Background: an optimization exercise with open tools, aiming at small area. Do not read the settings as production practice. Only simulation tests tie the RTL to the original design; equivalence was not proved. Power figures rest on the tool's default switching activity, not on a simulated workload.

==> flow/design.v <==
module decode_stage_pipe #(
  parameter int          N      = 32,
  parameter logic [3:0]  PC_REG = 4'd15
) (
  input  logic         clk,
  input  logic         rst,
  input  logic         in_valid,
  input  logic [31:0]  inst,
  input  logic [N-1:0] pc,
  input  logic         reg_src_a1,
  input  logic         reg_src_a2,
  input  logic [1:0]   imm_src,
  input  logic         reg_write,
  input  logic [3:0]   a3,
  input  logic [N-1:0] wd3,
  input  logic         ex_stall,
  input  logic         flush,
  output logic [3:0]   a1,
  output logic [3:0]   a2,
  output logic         stall_fd,
  output logic         out_valid,
  output logic [N-1:0] out_rd1,
  output logic [N-1:0] out_rd2,
  output logic [N-1:0] out_imm,
  output logic [3:0]   out_rd,
  output logic [2:0]   out_cond,
  output logic [1:0]   out_op,
  output logic [4:0]   out_cmd,
  output logic         out_imm_flag,
  output logic         out_mem_load,
  output logic [N-1:0] r0,
  output logic [N-1:0] r1
);
  typedef struct packed {
    logic         valid;
    logic [N-1:0] rd1;
    logic [N-1:0] rd2;
    logic [N-1:0] imm;
    logic [3:0]   rd;
    logic [2:0]   cond;
    logic [1:0]   op;
    logic [4:0]   cmd;
    logic         imm_flag;
    logic         mem_load;
  } de_reg_t;
  logic [N-1:0] regs [16];
  de_reg_t      de_q;
  de_reg_t      de_d;
  logic         wr_en;
  logic         load_use;
  assign a1    = reg_src_a1 ? PC_REG : inst[16:13];
  assign a2    = reg_src_a2 ? inst[20:17] : inst[3:0];
  assign wr_en = reg_write && (a3 != PC_REG);
  always_comb begin
    de_d          = '0;
    de_d.valid    = in_valid;
    de_d.cond     = inst[31:29];
    de_d.op       = inst[28:27];
    de_d.imm_flag = inst[26];
    de_d.cmd      = inst[25:21];
    de_d.rd       = inst[20:17];
    de_d.mem_load = (inst[28:27] == 2'b01) && inst[21];
    if (a1 == PC_REG)               de_d.rd1 = pc;
    else if (wr_en && (a3 == a1))   de_d.rd1 = wd3;
    else                            de_d.rd1 = regs[a1];
    if (a2 == PC_REG)               de_d.rd2 = pc;
    else if (wr_en && (a3 == a2))   de_d.rd2 = wd3;
    else                            de_d.rd2 = regs[a2];
    case (imm_src)
      2'b00:   de_d.imm = N'(inst[7:0]);
      2'b01:   de_d.imm = N'(inst[11:0]);
      2'b10:   de_d.imm = N'($signed({inst[23:0], 2'b00}));
      default: de_d.imm = N'($signed(inst[25:0]));
    endcase
  end
  assign load_use = de_q.valid && de_q.mem_load && in_valid &&
                    (((de_q.rd == a1) && (a1 != PC_REG)) ||
                     ((de_q.rd == a2) && (a2 != PC_REG)));
  assign stall_fd = !flush && (ex_stall || load_use);
  always_ff @(posedge clk) begin
    if (rst) begin
      for (int i = 0; i < 16; i++) regs[i] <= '0;
    end else if (wr_en) begin
      regs[a3] <= wd3;
    end
  end
  always_ff @(posedge clk) begin
    if (rst || flush)  de_q <= '0;
    else if (ex_stall) de_q <= de_q;
    else if (load_use) de_q <= '0;
    else               de_q <= de_d;
  end
  assign out_valid    = de_q.valid;
  assign out_rd1      = de_q.rd1;
  assign out_rd2      = de_q.rd2;
  assign out_imm      = de_q.imm;
  assign out_rd       = de_q.rd;
  assign out_cond     = de_q.cond;
  assign out_op       = de_q.op;
  assign out_cmd      = de_q.cmd;
  assign out_imm_flag = de_q.imm_flag;
  assign out_mem_load = de_q.mem_load;
  assign r0           = regs[0];
  assign r1           = regs[1];
endmodule
==> flow/run.sh <==
#!/bin/bash
# synth_recipe.tcl (not shown) runs the flow's synth.tcl, then flattens the netlist and writes it again
# the make line also repeats each setting of config.mk as NAME=value (left out here)
make -C /OpenROAD-flow-scripts/flow DESIGN_CONFIG=/design/flow/config.mk WORK_HOME=/design/flow/orfs CLKGATE_MAP_FILE= SYNTH_SCRIPT=/design/flow/synth_recipe.tcl finish
==> flow/config.mk <==
export PLATFORM = sky130hd
export DESIGN_NAME = decode_stage_pipe
export DESIGN_NICKNAME = decode_stage_pipe
export VERILOG_FILES = /design/flow/design.v
export SDC_FILE = /design/flow/constraint.sdc
export NUM_CORES = 4
export LEC_CHECK = 0
export CAP_MARGIN = 20
export CORE_MARGIN = 2
export CORE_UTILIZATION = 40
export SLEW_MARGIN = 20
==> flow/constraint.sdc <==
create_clock -name core_clock -period 5.5 [get_ports {clk}]
set_input_delay 1.1000 -clock core_clock [delete_from_list [all_inputs] [get_ports {clk}]]
set_output_delay 1.1000 -clock core_clock [all_outputs]
set_load 0.01 [all_outputs]
==> results of run 1 <==
==> cell usage in the layout (no fill, tap or decap), types with 31 or more instances in the layout <==
| cell type | netlist | routed |
|---|---|---|
| edfxtp_1 | 512 | 512 |
| and2_1 | 488 | 487 |
| nand2_1 | 317 | 315 |
| clkdlybuf4s50_1 | 0 | 291 |
| mux2i_1 | 283 | 282 |
| nand3_1 | 135 | 135 |
| a32o_1 | 117 | 117 |
| dfxtp_1 | 107 | 107 |
| nor2_1 | 105 | 88 |
| buf_4 | 19 | 79 |
| o21ai_0 | 74 | 74 |
| clkbuf_16 | 0 | 73 |
| mux4_2 | 54 | 54 |
| a32oi_1 | 54 | 54 |
| o31ai_1 | 42 | 42 |
| a22oi_1 | 34 | 34 |
| conb_1 | 1 | 32 |
| a221oi_1 | 31 | 31 |
==> power by group <==
part,internal [µW],switching [µW]
clock,2870,1940
sequential,5340,174
combinational,688,1120
==> worst max-delay path, delay by kind of cell <==
kind	cells	cell delay [ns]
buffers and inverters	3	1.47
XOR/XNOR	1	0.17
AO/OA/AOI/OAI	1	0.39
AND/OR/NAND/NOR	2	0.17
multiplexers	1	0.46
==> cell type report <==
cell class / count / area share (%)
well taps: 1080 / 3.39
flip-flops and latches: 619 / 44.0
diodes: 7 / 0.0440
clock buffers: 94 / 4.91
clock inverters: 33 / 0.883
repair buffers: 386 / 9.56
multi-input cells: 2072 / 37.1
inverters: 8 / 0.0943
==> worst paths after layout <==
| check | startpoint | endpoint | slack, ns |
|---|---|---|---|
| worst max-delay path | reg_src_a2 | stall_fd | 0.63 |
| worst min-delay path | de_q[102]$_SDFFE_PP0N_ | de_q[102]$_SDFFE_PP0N_ | 0.47 |
| worst max register to register | de_q[12]$_SDFFE_PP0N_ | de_q[60]$_SDFFE_PP0N_ | 2.76 |
| worst min register to register | de_q[102]$_SDFFE_PP0N_ | de_q[102]$_SDFFE_PP0N_ | 0.47 |
==> Yosys cell counts, drive strengths merged, types with 5 or more instances <==
library cell,n
a2111oi,10
a211oi,21
a21oi,16
a221oi,31
a222oi,25
a22o,10
a22oi,34
a31o,6
a32o,117
a32oi,54
and2,490
buf,95
clkbuf,214
dfxtp,107
edfxtp,512
inv,7
mux2,12
mux2i,286
mux4,54
nand2,317
nand2b,11
nand3,136
nand4,23
nor2,106
nor2b,29
nor3,16
o21a,5
o21ai,83
o22a,21
o31ai,42
or2,22
or3,26
xnor2,8
==> metrics by stage <==
| stage | power (µW) | instance area, µm² |
|---|---|---|
| floorplan | 6560 | 33600 |
| global placement | 7330 | 37500 |
| detailed placement | 7360 | 37500 |
| CTS | 12100 | 39800 |
| global route | 12500 | 39800 |
| finish | 12100 | 39800 |
==> layer usage <==
layer  routed length [µm]  GRT usage (%)
met3                15800           6.23
met1                51500           40.5
met2                58100           45.6
met5                   21          0.227
met4                 5400           12.5
==> cells by family (layout without fill, tap and decap cells) <==
group,count (synthesis),count (layout)
other,1,39
xor gates and xnor gates,12,12
muxes,352,352
buffers and inverters,317,521
and+or+nand+nor,1187,1187
AOI/OAI and AO/OA,489,489
DFF,619,619
==> registers in the layout, indices dropped and copies added, names as in the netlist <==
| register | count |
|---|---|
| regs | 512 |
| de_q | 107 |
==> results.txt, run 1 <==
Leak = 0.0146 µW
Top FF cell, synth = edfxtp_1
Startpoint Class = input port
min Tclk post-route = 4.87 ns
Die Wd = 293 µm
pin count of the biggest net entering global routing = 137
DRT iter0 DRCs = 3,673
run status = complete, no violations
post-synthesis compound-gate area fraction = 11.9%
Placed Instances = 4,165
final critical-path share of the clock period = 88.6%
Max Root-Sink Buffers = 3
maxcap violations = 0
Crit Path Category = in2out
clk latency of the worst-skew pair = 0.62 ns
DRT Pass-1 Iters = 8
total CTS buffers = 72
total track usage = 29.6%
most used cell, CP = clkdlybuf4s50_1
xor/xnor share of the synthesized area = 0.314%
num rows = 106
Total Die Area = 86,000 µm²
Critical Path, Cell by Cell = clkdlybuf4s50_1 > mux2i_2 > inv_2 > xnor2_1 > nand2_1 > o311a_4 > nor2_1 > clkdlybuf4s50_1
Final WS setup = 0.627 ns
endpoint class of the critical path = primary output
GPL Wtd Cong = 0.904
Least-Margin Pin Slew = 1.08 ns
area of the multi-input gates = 14,800 µm²
post-synthesis sequential area ratio = 52.3%
top cell type's share of synthesized area = 45.9%
post-synthesis cell count = 2,977
fin nets = 3,269
ys async rst share = 0%
R2R depth = 8
via count = 27,291
TritonCTS clock tree = built
Fmax = 205 MHz
# resized after CTS = 0
Layout Cells excl Fill = 4,299
Max Clock Skew = 0.0216 ns
CP required = 4.40 ns
Netlist cell types = 68
final core occ = 47.8%
CTS Root Cell = clkbuf_16
Mapped Area = 33,500 µm²
CTS hold repair buffers = 0
CP max stage cell = clkdlybuf4s50_1
EDFF count, synth = 512
global-route wire length before repair = 185,000 µm
Avg WL per Cell = 30.4 µm
VDD IR max = 0.202 mV
Hold Path Class = reg2reg
I/O pin cnt = 296
CTS clk-pin slew, worst paths = 0.05 ns
hpwl dp = 75,500 µm
CP Max Fanout = 6
layout cells sized above 1 = 10.2%
initial antenna violation count = 10
hold_ws = 0.468 ns
WL final = 131,000 µm
Post-Place Setup Slack = 0.618 ns
Arr. time, crit path = 3.77 ns
FF/Latch Area = 17,500 µm²
buffers inserted by post-CTS timing repair = 0
RSZ-0062 raised after global routing = no
Simple-Gate Fraction of Synth Area = 18.6%
Avg Cell Area, Syn = 11.2 µm²
setup TNS = 0 ns
DRT antenna net count = 0
final slew viol count = 0
Seq cells post-synth = 619
final hold violation count = 0
power per cell area = 305 nW/µm²
hold depth = 2
htree depth = 3
grt ovf = 0
main combinational cell family by area after synthesis = simple AND/OR/NAND/NOR gates
CTS Sinks = 619
area delta synth->final = 19.0%
top cells by area, synth = edfxtp_1 (46%), and2_1 (9.1%), mux2i_1 (8.5%), dfxtp_1 (6.4%), mux4_2 (3.6%)
CORE AREA = 83,300 µm²
Filler cells = 7,402
adder-cell share of the synthesized area = 0%
# port buffers = 295
Starting Density = 40.2%
Synthesis Warnings = 1
drt drc = 0
number of global-route vias before repair = 26,282
CP max stage delay = 0.78 ns
number of setup violations in the final report = 0
Slew HR = 28.0%
most area-hungry cell type in the Yosys netlist = edfxtp_1
Die Ht = 293 µm
vias per cell = 6.35
post-synthesis mux area share = 12.6%
==> run 2, diff against run 1 <==
==> flow/design.v (replaced) <==
module decode_stage_pipe #(
  parameter int          N      = 32,
  parameter logic [3:0]  PC_REG = 4'd15
) (
  input  logic         clk,
  input  logic         rst,
  input  logic         in_valid,
  input  logic [31:0]  inst,
  input  logic [N-1:0] pc,
  input  logic         reg_src_a1,
  input  logic         reg_src_a2,
  input  logic [1:0]   imm_src,
  input  logic         reg_write,
  input  logic [3:0]   a3,
  input  logic [N-1:0] wd3,
  input  logic         ex_stall,
  input  logic         flush,
  output logic [3:0]   a1,
  output logic [3:0]   a2,
  output logic         stall_fd,
  output logic         out_valid,
  output logic [N-1:0] out_rd1,
  output logic [N-1:0] out_rd2,
  output logic [N-1:0] out_imm,
  output logic [3:0]   out_rd,
  output logic [2:0]   out_cond,
  output logic [1:0]   out_op,
  output logic [4:0]   out_cmd,
  output logic         out_imm_flag,
  output logic         out_mem_load,
  output logic [N-1:0] r0,
  output logic [N-1:0] r1
);
  localparam int NR = 15;   
  logic [N-1:0] rf [NR];
  logic [NR-1:0] wm;        
  logic [NR-1:0] we;        
  logic [N-1:0]  wdg;       
  logic          wr_en;
  logic          q_valid;
  logic [N-1:0]  q_rd1, q_rd2;
  logic [31:0]   q_inst;
  logic [1:0]    q_isrc;
  logic          load_use, clr, pen;
  logic          pc1, pc2, byp1, byp2;
  logic [NR-1:0] s1, s2;
  logic [N-1:0]  rd1_n, rd2_n;
  assign a1    = reg_src_a1 ? PC_REG : inst[16:13];
  assign a2    = reg_src_a2 ? inst[20:17] : inst[3:0];
  assign wr_en = reg_write && (a3 != PC_REG);
  assign wdg = wd3 & {N{~rst}};
  for (genvar i = 0; i < NR; i++) begin : g_row
    assign wm[i] = reg_write && (a3 == 4'(i));
    assign we[i] = rst || wm[i];
    always_ff @(posedge clk) begin
      if (we[i]) rf[i] <= wdg;
    end
  end
  assign out_mem_load = (q_inst[28:27] == 2'b01) && q_inst[21];
  assign load_use = q_valid && out_mem_load && in_valid &&
                    (((q_inst[20:17] == a1) && (a1 != PC_REG)) ||
                     ((q_inst[20:17] == a2) && (a2 != PC_REG)));
  assign stall_fd = !flush && (ex_stall || load_use);
  assign clr = rst || flush || load_use;         
  assign pen = !ex_stall || rst || flush;        
  assign pc1  = (a1 == PC_REG) && !clr;
  assign pc2  = (a2 == PC_REG) && !clr;
  assign byp1 = wr_en && (a3 == a1) && !clr;
  assign byp2 = wr_en && (a3 == a2) && !clr;
  for (genvar i = 0; i < NR; i++) begin : g_sel
    assign s1[i] = (a1 == 4'(i)) && !wm[i] && !clr;
    assign s2[i] = (a2 == 4'(i)) && !wm[i] && !clr;
  end
  always_comb begin
    rd1_n = (pc & {N{pc1}}) | (wd3 & {N{byp1}});
    rd2_n = (pc & {N{pc2}}) | (wd3 & {N{byp2}});
    for (int i = 0; i < NR; i++) begin
      rd1_n = rd1_n | (rf[i] & {N{s1[i]}});
      rd2_n = rd2_n | (rf[i] & {N{s2[i]}});
    end
  end
  always_ff @(posedge clk) begin
    if (pen) begin
      q_valid <= in_valid && !clr;
      q_rd1   <= rd1_n;
      q_rd2   <= rd2_n;
      q_inst  <= inst & {32{!clr}};
      q_isrc  <= imm_src & {2{!clr}};
    end
  end
  always_comb begin
    case (q_isrc)
      2'b00:   out_imm = N'(q_inst[7:0]);
      2'b01:   out_imm = N'(q_inst[11:0]);
      2'b10:   out_imm = N'($signed({q_inst[23:0], 2'b00}));
      default: out_imm = N'($signed(q_inst[25:0]));
    endcase
  end
  assign out_valid    = q_valid;
  assign out_rd1      = q_rd1;
  assign out_rd2      = q_rd2;
  assign out_rd       = q_inst[20:17];
  assign out_cond     = q_inst[31:29];
  assign out_op       = q_inst[28:27];
  assign out_cmd      = q_inst[25:21];
  assign out_imm_flag = q_inst[26];
  assign r0           = rf[0];
  assign r1           = rf[1];
endmodule
==> run 2 against run 1 <==
  * Setup slack worse by 0.15 ns
  * Clock skew shrank 0.0066 ns
  * Clock-buffer cell count shrank 27
  * Area after synthesis down 22%
  * Largest power group unchanged
==> results.txt, run 2 <==
Clk pwr share = 39.2% (-0.4 points)
DRT antenna net count = 0 (unchanged)
FF/Latch Area = 17,400 µm² (-0.74%)
most frequent cells in the layout = edfxtp_1 (579), clkdlybuf4s50_1 (294), a22oi_1 (281)
maxcap violations = 0 (unchanged)
Avg Cell Area, Syn = 14.0 µm² (+25%)
Starting Density = 40.5% (+0.33 points)
layout cells sized above 1 = 11.5% (+1.3 points)
DRT Pass-1 Iters = 8 (unchanged)
area of the multi-input gates = 7940 µm² (-46%)
Max Clock Skew = 0.0149 ns (-0.00662 ns)
final critical-path share of the clock period = 91.4% (+2.8 points)
top cell type's share of synthesized area = 66.6% (+21 points)
num rows = 93 (-12%)
hpwl dp = 66,300 µm (-12%)
VDD IR max = 0.295 mV (+46%)
CTS clk-pin slew, worst paths = 0.07 ns (+0.02 ns)
final core occ = 50.4% (+2.6 points)
most common cell after layout, fill and taps aside = edfxtp_1
CTS Root Cell = clkbuf_16
power per cell area = 341 nW/µm² (+12%)
Placed Area = 30,400 µm² (-19%)
final slew viol count = 0 (unchanged)
switching pwr = 2740 µW (-15%)
largest reg by FF count = rf
total CTS buffers = 58 (-19%)
drt drc = 0 (unchanged)
max FFs per register = 480 (-6.3%)
number of setup violations in the final report = 0 (unchanged)
CTS hold repair buffers = 0 (unchanged)
post-synthesis sequential area ratio = 66.6% (+14 points)
Mapped Area = 26,100 µm² (-22%)
Seq pwr share = 50.3% (+4.8 points)
Die Ht = 260 µm (-12%)
global-route wire length before repair = 155,000 µm (-16%)
Startpoint Class = input port
initial antenna violation count = 2 (-8)
most area-hungry cell type in the Yosys netlist = edfxtp_1
Slew HR = 17.5% (-10 points)
GPL Wtd Cong = 0.965 (+6.8%)
clk latency of the worst-skew pair = 0.63 ns (about the same)
total track usage = 32.4% (+2.8 points)
EDFF count, synth = 579 (+13%)
Die Wd = 260 µm (-12%)
setup TNS = 0 ns (unchanged)
Hold Path Origin = rf[8][25]$_DFFE_PP_
CTS Sinks = 579 (-6.5%)
Reg-to-Reg Start = q_inst[19]$_DFFE_PP_
Avg WL per Cell = 36.7 µm (+20%)
min Tclk post-route = 5.02 ns (+0.152 ns)
Netlist cell types = 69 (+1.5%)
Max Root-Sink Buffers = 3 (unchanged)
Arr. time, crit path = 3.92 ns (+0.15 ns)
htree depth = 2 (-1)
Post-synth top cells = edfxtp_1 (579), a22oi_1 (281), nand2_1 (117)
buffers inserted by post-CTS timing repair = 0 (unchanged)
Synthesis Warnings = 2 (+1)
WL final = 112,000 µm (-14%)
Filler cells = 5,407 (-27%)
run status = complete, no violations
CORE AREA = 64,500 µm² (-23%)
via count = 21,607 (-21%)
grt ovf = 0 (unchanged)
Total Die Area = 67,400 µm² (-22%)
Seq cells post-synth = 579 (-6.5%)
TritonCTS clock tree = built
number of global-route vias before repair = 20,834 (-21%)
Hold Path Class = reg2reg
Crit Path Category = in2out
endpoint class of the critical path = primary output
Top FF cell, synth = edfxtp_1
RSZ-0062 raised after global routing = no
# resized after CTS = 0 (unchanged)
Fmax = 199 MHz (-3.0%)
fin nets = 2,270 (-31%)
worst setup path startpoint = reg_src_a2
I/O pin cnt = 296 (unchanged)
# port buffers = 295 (unchanged)
Switching Share = 24.7% (-1.9 points)
Design Area, Final = 32,500 µm² (-18%)
post-synthesis cell count = 1,863 (-37%)
most frequent cell after synthesis = edfxtp_1
vias per cell = 7.05 (+11%)
top cells by area, synth = edfxtp_1 (67%), a22oi_1 (8.1%), a222oi_1 (2.6%), a22o_1 (2.0%), a221oi_1 (1.7%)
CP Max Fanout = 20 (+14)
internal power = 8350 µW (-6.2%)
Leak = 0.0111 µW (-24%)
CP required = 4.40 ns (about the same)
ys async rst share = 0% (unchanged)
final hold violation count = 0 (unchanged)
combinational share of power = 10.6% (-4.3 points)
DRT iter0 DRCs = 5,138 (+40%)
area delta synth->final = 24.3%
pin count of the biggest net entering global routing = 53 (-61%)
Least-Margin Pin Slew = 1.23 ns (+0.153 ns)
## run 2: changes by cell type after synthesis, moves of 76 or more
cell / before / now
and2_1: 488 / 48
mux2i_1: 283 / 16
a22oi_1: 34 / 281
nand2_1: 317 / 117
clkbuf_1: 214 / 53
a32o_1: 117 / 4
dfxtp_1: 107 / 0
nor2_1: 105 / 29
## run 2: worst max-delay path, stage by stage
cell and delay [ns]:
clkdlybuf4s50_1 0.89, nand3b_1 0.34, a22oi_1 0.18, nor4_1 0.30, nor3b_2 0.25, a21o_1 0.17
nor2_1 0.05, nor2_1 0.09, clkdlybuf4s50_1 0.54
## run 2: power by group through the flow
stage                     sequential [µW]  combinational, µW  clock [µW]
final                                5570               1170        4340
after global routing                 5600               1210        4530
after CTS                            5560               1140        4350
after floorplan                      5590                465           0
after detailed placement             5650               1130           0
after global placement               5640               1130           0
## run 2: metrics by stage
stage / instances / setup slack [ns] / total power [µW] / hold WS (ns)
floorplan: 1863 / 1.42 / 6050 / 0.527
global placement: 2953 / 0.468 / 6770 / 0.556
detailed placement: 2954 / 0.445 / 6780 / 0.545
CTS: 3062 / 0.473 / 11100 / 0.558
global route: 3063 / 0.291 / 11300 / 0.574
finish: 3064 / 0.476 / 11100 / 0.574
## run 2: layout make-up
type | instances | share of cell area, %
Sequential cell | 579 | 53.5
Multi-Input combinational cell | 1098 | 24.4
Timing Repair Buffer | 409 | 12.2
Clock buffer | 67 | 4.64
Tap cell | 855 | 3.29
Clock inverter | 41 | 1.72
Inverter | 14 | 0.162
Antenna cell | 1 | 0.00770
## run 2: per-layer routing
metal	global-route usage (%)	up-vias	routed length, µm
met5	0	-	43
met4	15.6	6	6630
met3	11.2	521	18400
met2	48.4	2288	48000
met1	42.3	10461	39300
li1	-	8331	-
## run 2: worst paths after layout
path,slack (ns),endpoint,cells after the start
worst min-delay path,0.57,q_rd1[25]$_DFFE_PP_,1
worst max register to register,2.11,q_rd2[9]$_DFFE_PP_,8
worst max-delay path,0.48,stall_fd,9
worst min register to register,0.57,q_rd1[25]$_DFFE_PP_,1
## run 2: cells by family after synthesis
kind of cell	after synthesis	share of synthesized area (%)
AO/OA/AOI/OAI	642	19.8
flip-flops	579	66.6
buffers and inverters	186	3.73
AND/OR/NAND/NOR	423	8.72
XOR/XNOR	15	0.503
multiplexers	18	0.718
==> run 3, diff against run 2 <==
--- a/flow/design.v
+++ b/flow/design.v
@@ -71,13 +71,15 @@
     assign s1[i] = (a1 == 4'(i)) && !wm[i] && !clr;
     assign s2[i] = (a2 == 4'(i)) && !wm[i] && !clr;
   end
-  always_comb begin
-    rd1_n = (pc & {N{pc1}}) | (wd3 & {N{byp1}});
-    rd2_n = (pc & {N{pc2}}) | (wd3 & {N{byp2}});
-    for (int i = 0; i < NR; i++) begin
-      rd1_n = rd1_n | (rf[i] & {N{s1[i]}});
-      rd2_n = rd2_n | (rf[i] & {N{s2[i]}});
-    end
+  for (genvar k = 0; k < N; k++) begin : g_bit
+    dsp_rsel u_rs1 (.s(s1), .d({rf[14][k], rf[13][k], rf[12][k], rf[11][k], rf[10][k],
+                                rf[9][k], rf[8][k], rf[7][k], rf[6][k], rf[5][k],
+                                rf[4][k], rf[3][k], rf[2][k], rf[1][k], rf[0][k]}),
+                    .ps(pc1), .p(pc[k]), .bs(byp1), .b(wd3[k]), .y(rd1_n[k]));
+    dsp_rsel u_rs2 (.s(s2), .d({rf[14][k], rf[13][k], rf[12][k], rf[11][k], rf[10][k],
+                                rf[9][k], rf[8][k], rf[7][k], rf[6][k], rf[5][k],
+                                rf[4][k], rf[3][k], rf[2][k], rf[1][k], rf[0][k]}),
+                    .ps(pc2), .p(pc[k]), .bs(byp2), .b(wd3[k]), .y(rd2_n[k]));
   end
   always_ff @(posedge clk) begin
     if (pen) begin
@@ -107,3 +109,46 @@
   assign r0           = rf[0];
   assign r1           = rf[1];
 endmodule
+module dsp_rsel (
+  input  logic [14:0] s,
+  input  logic [14:0] d,
+  input  logic        ps,
+  input  logic        p,
+  input  logic        bs,
+  input  logic        b,
+  output logic        y
+);
+  logic [5:0] n;
+  logic       t;
+  for (genvar g = 0; g < 5; g++) begin : g_grp
+    dsp_aoi3 u_g (.a0(s[3*g]), .b0(d[3*g]), .a1(s[3*g+1]), .b1(d[3*g+1]),
+                  .a2(s[3*g+2]), .b2(d[3*g+2]), .y(n[g]));
+  end
+  dsp_aoi2 u_pb (.a0(ps), .b0(p), .a1(bs), .b1(b), .y(n[5]));
+  dsp_and3 u_t (.a(n[3]), .b(n[4]), .c(n[5]), .y(t));
+  dsp_nand4 u_y (.a(n[0]), .b(n[1]), .c(n[2]), .d(t), .y(y));
+endmodule
+module dsp_aoi3 (
+  input  logic a0, b0, a1, b1, a2, b2,
+  output logic y
+);
+  assign y = ~((a0 & b0) | (a1 & b1) | (a2 & b2));
+endmodule
+module dsp_aoi2 (
+  input  logic a0, b0, a1, b1,
+  output logic y
+);
+  assign y = ~((a0 & b0) | (a1 & b1));
+endmodule
+module dsp_and3 (
+  input  logic a, b, c,
+  output logic y
+);
+  assign y = a & b & c;
+endmodule
+module dsp_nand4 (
+  input  logic a, b, c, d,
+  output logic y
+);
+  assign y = ~(a & b & c & d);
+endmodule
--- a/flow/config.mk
+++ b/flow/config.mk
@@ -8,4 +8,6 @@
 export CAP_MARGIN = 20
 export CORE_MARGIN = 2
 export CORE_UTILIZATION = 40
+export CTS_BUF_LIST = sky130_fd_sc_hd__clkbuf_4
 export SLEW_MARGIN = 20
+export SYNTH_HIERARCHICAL = 1
==> run 3 against run 2 <==
  * Critical path depth decreased by 1
  * Global-route usage fell by 4.3 points
  * Synthesized cell count decreased by 24%
  * First-iteration DRC count down 24%
  * Largest cell class unchanged
==> results.txt, run 3 <==
setup TNS = 0 ns (unchanged)
worst setup path startpoint = reg_src_a2
layout cells sized above 1 = 21.6% (+10 points)
number of setup violations in the final report = 0 (unchanged)
max FFs per register = 480 (unchanged)
Max Root-Sink Buffers = 3 (unchanged)
most frequent cells in the layout = edfxtp_1 (579), a222oi_1 (320), clkdlybuf4s50_1 (294)
CP max stage cell = clkdlybuf4s50_1
maxcap violations = 0 (unchanged)
final hold violation count = 0 (unchanged)
number of global-route vias before repair = 19,159 (-8.0%)
top cells by area, synth = edfxtp_1 (72%), a222oi_1 (13%), a22oi_2 (3.3%), nand4_1 (1.7%), and3_1 (1.7%)
Die Ht = 250 µm (-3.6%)
final critical-path share of the clock period = 88.8% (-2.5 points)
Hold Path Class = reg2reg
Filler cells = 5,070 (-6.2%)
Reg-to-Reg Start = q_inst[19]$_DFFE_PP_
Top FF cell, synth = edfxtp_1
internal power = 7740 µW (-7.2%)
CP max stage delay = 0.58 ns (-0.31 ns)
CTS hold repair buffers = 0 (unchanged)
Avg WL per Cell = 32.6 µm (-11%)
area delta synth->final = 26.7%
total power = 10,200 µW (-7.6%)
Total Die Area = 62,600 µm² (-7.0%)
Leak = 0.0100 µW (-9.3%)
CORE AREA = 60,100 µm² (-6.7%)
num rows = 90 (-3.2%)
DRT iter0 DRCs = 3,883 (-24%)
Die Wd = 250 µm (-3.6%)
Post-Place Setup Slack = 0.574 ns (+0.129 ns)
hold depth = 2 (+1)
CP Max Fanout = 13 (-35%)
R2R depth = 10 (+2)
Synthesis Warnings = 8 (+6)
htree depth = 4 (+2)
WL final = 90,500 µm (-19%)
total CTS buffers = 150 (+160%)
Arr. time, crit path = 3.79 ns (-0.13 ns)
Clk pwr share = 36.8% (-2.4 points)
Startpoint Class = input port
drt drc = 0 (unchanged)
CTS clk-pin slew, worst paths = 0.06 ns (about the same)
DRT Pass-1 Iters = 10 (+2)
most frequent cell after synthesis = edfxtp_1
VDD IR max = 0.220 mV (-25%)
Critical R2R Capture = q_rd1[24]$_DFFE_PP_
GPL Wtd Cong = 0.887 (-8.2%)
most area-hungry cell type in the Yosys netlist = edfxtp_1
combinational share of power = 9.1% (-1.5 points)
Critical Path, Cell by Cell = clkdlybuf4s50_1 > buf_4 > mux2i_1 > xnor2_1 > a21oi_1 > a21o_2 > o21ba_1 > clkdlybuf4s50_1
Starting Density = 40.3% (-0.18 points)
Least-Margin Pin Slew = 1.20 ns (-0.0294 ns)
top cell type's share of synthesized area = 71.7% (+5.1 points)
CP required = 4.40 ns (about the same)
switching pwr = 2500 µW (-8.8%)
hpwl dp = 55,300 µm (-17%)
R2R Setup Slk = 1.66 ns (-0.45 ns)
Seq cells post-synth = 579 (unchanged)
DRT antenna net count = 0 (unchanged)
global-route wire length before repair = 127,000 µm (-18%)
Switching Share = 24.4% (-0.33 points)
ys async rst share = 0% (unchanged)
Mapped Area = 24,300 µm² (-7.1%)
post-synthesis cell count = 1,417 (-24%)
via count = 19,161 (-11%)
RSZ-0062 raised after global routing = no
final slew viol count = 0 (unchanged)
I/O pin cnt = 296 (unchanged)
largest reg by FF count = rf
# port buffers = 295 (unchanged)
run status = complete, no violations
Post-synth top cells = edfxtp_1 (579), a222oi_1 (320), nand4_1 (66)
EDFF count, synth = 579 (unchanged)
fin nets = 2,009 (-11%)
pin count of the biggest net entering global routing = 58 (+9.4%)
Slew HR = 19.7% (+2.2 points)
# resized after CTS = 0 (unchanged)
power per cell area = 333 nW/µm² (-2.3%)
Fmax = 205 MHz (+2.8%)
Seq pwr share = 54.1% (+3.8 points)
post-synthesis sequential area ratio = 71.7% (+5.1 points)
Crit Path Category = in2out
clk latency of the worst-skew pair = 0.99 ns (+0.36 ns)
Worst Setup EP = stall_fd
grt ovf = 0 (unchanged)
CTS Root Cell = clkbuf_4
buffers inserted by post-CTS timing repair = 0 (unchanged)
Netlist cell types = 45 (-35%)
vias per cell = 6.89 (-2.2%)
most common cell after layout, fill and taps aside = edfxtp_1
TritonCTS clock tree = built
min Tclk post-route = 4.89 ns (-0.138 ns)
Final WS setup = 0.613 ns (+0.138 ns)
Max Clock Skew = 0.0481 ns (+0.0332 ns)
total track usage = 28.2% (-4.3 points)
most used cell, CP = clkdlybuf4s50_1
endpoint class of the critical path = primary output
CTS Sinks = 579 (unchanged)
Avg Cell Area, Syn = 17.1 µm² (+22%)
initial antenna violation count = 3 (+1)
run 3: cell types whose count changed after synthesis, moves of 45 or more:
cell,before,now
a221oi_1,52,0
nand3_1,74,8
a222oi_1,69,320
and3_1,19,64
a22o_1,59,5
a22oi_2,0,64
nand2_1,117,29
a22oi_1,281,0
buf_2,70,3
run 3: power by group through the flow:
stage          Combinational [µW]  Sequential, µW  Clock, µW
5_1_grt                       969            5580       4030
3_5_place_dp                  919            5630          0
3_3_place_gp                  912            5610          0
6_report                      932            5540       3770
2_1_floorplan                 328            5600          0
4_1_cts                       923            5540       3850
run 3: logic make-up after synthesis:
group | synth area share [%]
compound gates | 17.3
xor+xnor | 0.469
buf+inv | 1.35
flops | 71.7
mux | 0.815
simple gates | 8.36
run 3: metal layers:
layer | share of wire [%] | up-vias | global-route usage [%] | wire length (µm)
met5 | 0.039 | - | 0 | 35
met4 | 4.2 | 4 | 12.5 | 3770
met3 | 13 | 295 | 9.77 | 12200
met2 | 46 | 1610 | 44.1 | 41700
met1 | 36 | 9581 | 35.4 | 32800
li1 | - | 7671 | - | -
run 3: metrics by stage:
stage                     instances  hold WS [ns]  instance area [µm²]  util [%]
final                          2779         0.554                30700      51.1
after global routing           2779         0.583                30700      51.1
after CTS                      2777         0.561                30700      51.1
after detailed placement       2528         0.573                28800      47.9
after floorplan                1417         0.547                24300         -
after global placement         2528         0.564                28800      47.9
run 3: worst min path at each step:
stage / endpoint / from / slack [ns]
6_report: q_rd2[0]$_DFFE_PP_ / rf[4][0]$_DFFE_PP_ / 0.55
5_1_grt: q_rd2[0]$_DFFE_PP_ / rf[4][0]$_DFFE_PP_ / 0.58
4_1_cts: q_rd2[0]$_DFFE_PP_ / rf[4][0]$_DFFE_PP_ / 0.56
3_5_place_dp: q_rd2[12]$_DFFE_PP_ / rf[4][12]$_DFFE_PP_ / 0.57
3_3_place_gp: q_rd1[0]$_DFFE_PP_ / rf[4][0]$_DFFE_PP_ / 0.56
2_1_floorplan: q_rd1[0]$_DFFE_PP_ / rf[4][0]$_DFFE_PP_ / 0.55
run 3: final cells by class:
class | instances | area [µm²] | share of cell area [%]
Sequential cell | 579 | 17400 | 56.6
Multi-Input combinational cell | 783 | 6800 | 22.1
Timing Repair Buffer | 377 | 3630 | 11.8
Clock buffer | 209 | 1570 | 5.11
Tap cell | 782 | 978 | 3.18
Clock inverter | 40 | 330 | 1.07
Inverter | 8 | 30.0 | 0.0977
Antenna cell | 1 | 2.50 | 0.00814
run 3: modules after synthesis (local to each module, per instance), excerpt:
module,copies in the design,cell area (µm²),cells
decode_stage_pipe,1,19500,905
dsp_and3,64,6.26,1
dsp_nand4,64,6.26,1
dsp_aoi2,64,12.5,1
dsp_aoi3,320,10.0,1
run 3: critical path, delay by kind of cell:
family | cells | cell delay (ns)
xor+xnor | 1 | 0.10
compound gates | 3 | 0.87
buf+inv | 3 | 1.36
mux | 1 | 0.35

## port drivers added, routing unchanged
No port has a modelled driver above. Below, the same layouts with a new extraction and two added sets of constraints.
Step 1 sets driving cells, clkbuf_16 on the clock port and buf_2 on the other inputs (assumed; they add their load-dependent delay and slew).
Step 2 times the ports against the registers' clock, not the clock port: input delays grow and output delays shrink by t, the midpoint of the rising clock arrivals with the driver on.
Slacks: no drivers / after step 1 / after step 2; pairs: no drivers / after step 1.
run | shift t [ns] | setup slack, ns | worst slew at a driven data input, ns
run 1 | 0.673 | 0.627 / 0.587 / 0.587 | 0.12
run 2 | 0.700 | 0.476 / 0.416 / 0.301 | 0.06
run 3 | 1.026 | 0.613 / 0.540 / 0.452 | 0.10
After both steps every run listed still meets setup and hold. For run 2, which loses most, drivers alone change the setup slack by -0.060 ns; drivers and shift together by -0.175 ns.
